This is an optimization exercise on Yosys and OpenROAD, whose aim is small area, a short achievable clock period and few clock cycles per item, not a production implementation.

Setup of the baseline:
Design float_mul_pipe, start of the top module:
module float_mul_pipe #(
  parameter int E_BIT = 8,
  parameter int F_BIT = 23,
  parameter int TAG_W = 4
) (
  input  logic                 clk,
  input  logic                 rst,
  input  logic                 in_valid,
  output logic                 in_ready,
  input  logic [E_BIT+F_BIT:0] in_a,
  input  logic [E_BIT+F_BIT:0] in_b,
  input  logic [TAG_W-1:0]     in_tag,
  output logic                 out_valid,
  input  logic                 out_ready,
  output logic [E_BIT+F_BIT:0] out_p,
  output logic [TAG_W-1:0]     out_tag,
  output logic [3:0]           out_flags
);
  localparam logic [1:0] C_NUM = 2'd0, C_ZERO = 2'd1, C_INF = 2'd2, C_NAN = 2'd3;
  logic r_v0, r_v1, r_ov;
  logic w_adv;
  assign w_adv     = out_ready | ~r_ov;
  assign in_ready  = w_adv;
  assign out_valid = r_ov;
  logic [7:0]  w_ea, w_eb;
  logic [22:0] w_fa, w_fb;
  logic        w_za, w_zb, w_ia, w_ib, w_na, w_nb;
  logic [1:0]  w_cls0;
  logic [23:0] w_mb;
  ...
For scale: about 2200 cells after synthesis, about 220 flip-flops, ~110 I/O pins.
clock: 8.0 ns
lec_check: 0
cap_margin: 20
core_margin: 2
core_utilization: 70
cts_buf_list: sky130_fd_sc_hd__clkbuf_4 sky130_fd_sc_hd__clkbuf_8
setup_slack_margin: 4.4
slew_margin: 20
synth_hierarchical: 1
synth_minimum_keep_size: 0
standard.sh (not shown) runs the stock make flow with config.mk's settings and CLKGATE_MAP_FILE= SYNTH_SCRIPT=/design/flow/synth_recipe.tcl, a recipe that flattens the netlist after the stock synthesis.
==> flow/flow/run.sh <==
#!/bin/bash
# The standard layout, with plain buf_1 cells (instead of the delay cells that
# buffer_ports picks by default) as the buffers on the input and output ports.
set -euo pipefail
bash standard.sh "BUFFER_PORTS_ARGS=-buffer_cell sky130_fd_sc_hd__buf_1" finish > flow_make.log 2>&1
--- input diff the baseline..the candidate ---
- swapping 4.4 for 4.0 in SETUP_SLACK_MARGIN
==> run notes <==
The baseline → the candidate: number of buffers created by CTS down 1; clock buffer count in the final layout down 2; register share of the cell area up 2.1 points. Register-to-register slack (lower): the candidate. Placement-stage worst setup slack, the candidate and the baseline: larger value in the baseline.
No run of this note included a check of the RTL's function; only the layout flow was run.

== job 7848 ==
Another version of the RTL of float_mul_pipe (not shown whole).
For scale: about 2100 cells after synthesis, about 220 flip-flops, about 110 I/O pins.
export LEC_CHECK = 0
export CAP_MARGIN = 20
export CORE_MARGIN = 2
export CORE_UTILIZATION = 70
export SETUP_SLACK_MARGIN = 4.0
export SLEW_MARGIN = 20
export SYNTH_HIERARCHICAL = 1
export SYNTH_MINIMUM_KEEP_SIZE = 0
create_clock -name core_clock -period 8.0 [get_ports {clk}]
run.sh (not shown) runs the stock make flow with config.mk's settings and CLKGATE_MAP_FILE= SYNTH_SCRIPT=/design/flow/synth_recipe.tcl, a recipe that flattens the netlist after the stock synthesis.
Stock flow here: none of the scripts above is used.
Job 7848 went all the way through synthesis, placement and routing and the layout is clean on timing, DRC and antenna.
diff inputs: job 7848 => job 8518
- an added CTS_BUF_LIST of sky130_fd_sc_hd__clkbuf_4 sky130_fd_sc_hd__clkbuf_8
--- outcome ---
- Across both runs, clock-cell share of area was lower for job 8518 than for job 7848.
- Comparing job 7848 and job 8518, wire length is higher on job 7848.
- In the reports for job 7848 and job 8518, the smaller number of DRC markers after the initial detailed-route iteration belongs to job 7848.
> inputs changed (job 8518 -> job 6810)
==> flow/flow/run.sh (new file) <==
#!/bin/bash
# The standard layout, with plain buf_1 cells (instead of the delay cells that
# buffer_ports picks by default) as the buffers on the input and output ports.
set -euo pipefail
bash standard.sh "BUFFER_PORTS_ARGS=-buffer_cell sky130_fd_sc_hd__buf_1" finish > flow_make.log 2>&1
==> flow/standard.sh (new file) <==
#!/bin/bash
# synth_recipe.tcl (not shown) runs the flow's synth.tcl, then flattens the netlist and writes it again
# the make line also repeats each setting of config.mk as NAME=value (left out here)
make -C /OpenROAD-flow-scripts/flow DESIGN_CONFIG=/design/flow/config.mk WORK_HOME=/design/flow/orfs CLKGATE_MAP_FILE= SYNTH_SCRIPT=/design/flow/synth_recipe.tcl "${@:-finish}"
removed: flow/run.sh
Notes after the runs:
Compared with job 8518, job 6810 shows routability-driven placement congestion ratio that has gone up by a few percent.
Delta (job 6810 minus job 8518): count of flip-flops with a built-in enable after synthesis flat; met1 global-route usage down 0.34 points; clock-buffer cell count up 3; setup slack down 15 ps.
Compared with job 8518, job 6810 shows a area growth from synthesis to final layout that is 2.5 points lower.
No run of this note included a check of the RTL's function; only the layout flow was run.

float_mul_pipe, a different RTL version from the one above (not shown whole).
For scale: roughly 2,200 cells after synthesis, roughly 110 I/O pins, roughly 24,000 um^2 of cells after synthesis.
==> flow/design.v (excerpt) <==
module float_mul_pipe #(
  parameter int E_BIT = 8,
  parameter int F_BIT = 23,
  parameter int TAG_W = 4
) (
  input  logic                 clk,
  input  logic                 rst,
  input  logic                 in_valid,
  output logic                 in_ready,
  input  logic [E_BIT+F_BIT:0] in_a,
  input  logic [E_BIT+F_BIT:0] in_b,
  input  logic [TAG_W-1:0]     in_tag,
  output logic                 out_valid,
  input  logic                 out_ready,
  output logic [E_BIT+F_BIT:0] out_p,
  output logic [TAG_W-1:0]     out_tag,
  output logic [3:0]           out_flags
);
==> flow/config.mk <==
export PLATFORM = sky130hd
export DESIGN_NAME = float_mul_pipe
export DESIGN_NICKNAME = float_mul_pipe
export VERILOG_FILES = /design/flow/design.v
export SDC_FILE = /design/flow/constraint.sdc
export NUM_CORES = 4
export LEC_CHECK = 0
export CAP_MARGIN = 20
export CORE_MARGIN = 2
export CORE_UTILIZATION = 70
export CTS_BUF_LIST = sky130_fd_sc_hd__clkbuf_2 sky130_fd_sc_hd__clkbuf_4
export CTS_CLUSTER_SIZE = 25
export SETUP_SLACK_MARGIN = 4.0
export SLEW_MARGIN = 20
export SYNTH_HIERARCHICAL = 1
export SYNTH_MINIMUM_KEEP_SIZE = 0
==> flow/constraint.sdc <==
create_clock -name core_clock -period 8.0 [get_ports {clk}]
set_input_delay 1.6000 -clock core_clock [delete_from_list [all_inputs] [get_ports {clk}]]
set_output_delay 1.6000 -clock core_clock [all_outputs]
set_load 0.01 [all_outputs]
standard.sh (not shown) runs the stock make flow with config.mk's settings and CLKGATE_MAP_FILE= SYNTH_SCRIPT=/design/flow/synth_recipe.tcl, a recipe that flattens the netlist after the stock synthesis.
==> flow/flow/run.sh <==
#!/bin/bash
# The standard layout, with plain buf_1 cells (instead of the delay cells that
# buffer_ports picks by default) as the buffers on the input and output ports.
set -euo pipefail
bash standard.sh "BUFFER_PORTS_ARGS=-buffer_cell sky130_fd_sc_hd__buf_1" finish > flow_make.log 2>&1
The baseline completed without violations.
==> next run, changes <==
- CTS_BUF_LIST: sky130_fd_sc_hd__clkbuf_2 sky130_fd_sc_hd__clkbuf_4 -> sky130_fd_sc_hd__clkbuf_4 sky130_fd_sc_hd__clkbuf_8
- CTS_CLUSTER_SIZE: 25 -> unset
- via count is lower by about 0.9%
- routed wire length is lower by about 0.55%
- synthesized cell count is unchanged
- synthesized area stays the same
- sequential cell count stays the same
- cell count is lower by 1.4%
==> next run, changes <==
- SETUP_SLACK_MARGIN: 4.0 -> 3.6
=>
- routed wire length fell by 3.6%
- synthesized area stays the same
- worst hold slack is about the same
- design area went down by 2.3%
- via count fell by 3.1%
- maximum frequency went down by 8.0%
- critical path depth stays the same
No functional check of the RTL was part of any run of this note.

-- separate check: timing with driven ports --
No port has a modelled driver above. Below, the same layouts with a new extraction and two added sets of constraints. Step 1: set_driving_cell puts a clkbuf_16 on clk and a buf_2 on each other input, an assumption about the parent block. Step 2 adds t to the input delays and takes it off the output delays; t is the mean of the earliest and latest rising clock arrival at the registers after step 1. Input paths then give back, and output paths get back, about the clock's delay inside the block. Slacks: no drivers / after step 1 / after step 2; pairs: no drivers / after step 1.
| run | t (ns) | setup WS [ns] | worst data-port slew with drivers (ns) |
|---|---|---|---|
| the baseline | 0.641 | 4.134 / 4.134 / 4.134 | 0.05 |
| the candidate | 0.651 | 3.964 / 3.964 / 3.964 | 0.06 |
| job 7848 | 0.599 | 3.907 / 3.907 / 3.497 | 0.07 |
| job 8518 | 0.664 | 3.973 / 3.973 / 3.423 | 0.07 |
| job 6810 | 0.645 | 3.958 / 3.958 / 3.419 | 0.08 |
| the first run of note 3 | 0.855 | 3.994 / 3.994 / 3.994 | 0.04 |
| the second run of note 3 | 0.643 | 3.991 / 3.991 / 3.991 | 0.04 |
| the third run of note 3 | 0.637 | 3.642 / 3.642 / 3.642 | 0.04 |
After both steps every run listed still meets setup and hold. For job 8518, which loses most, drivers alone change the setup slack by 0.000 ns; drivers and shift together by -0.550 ns.
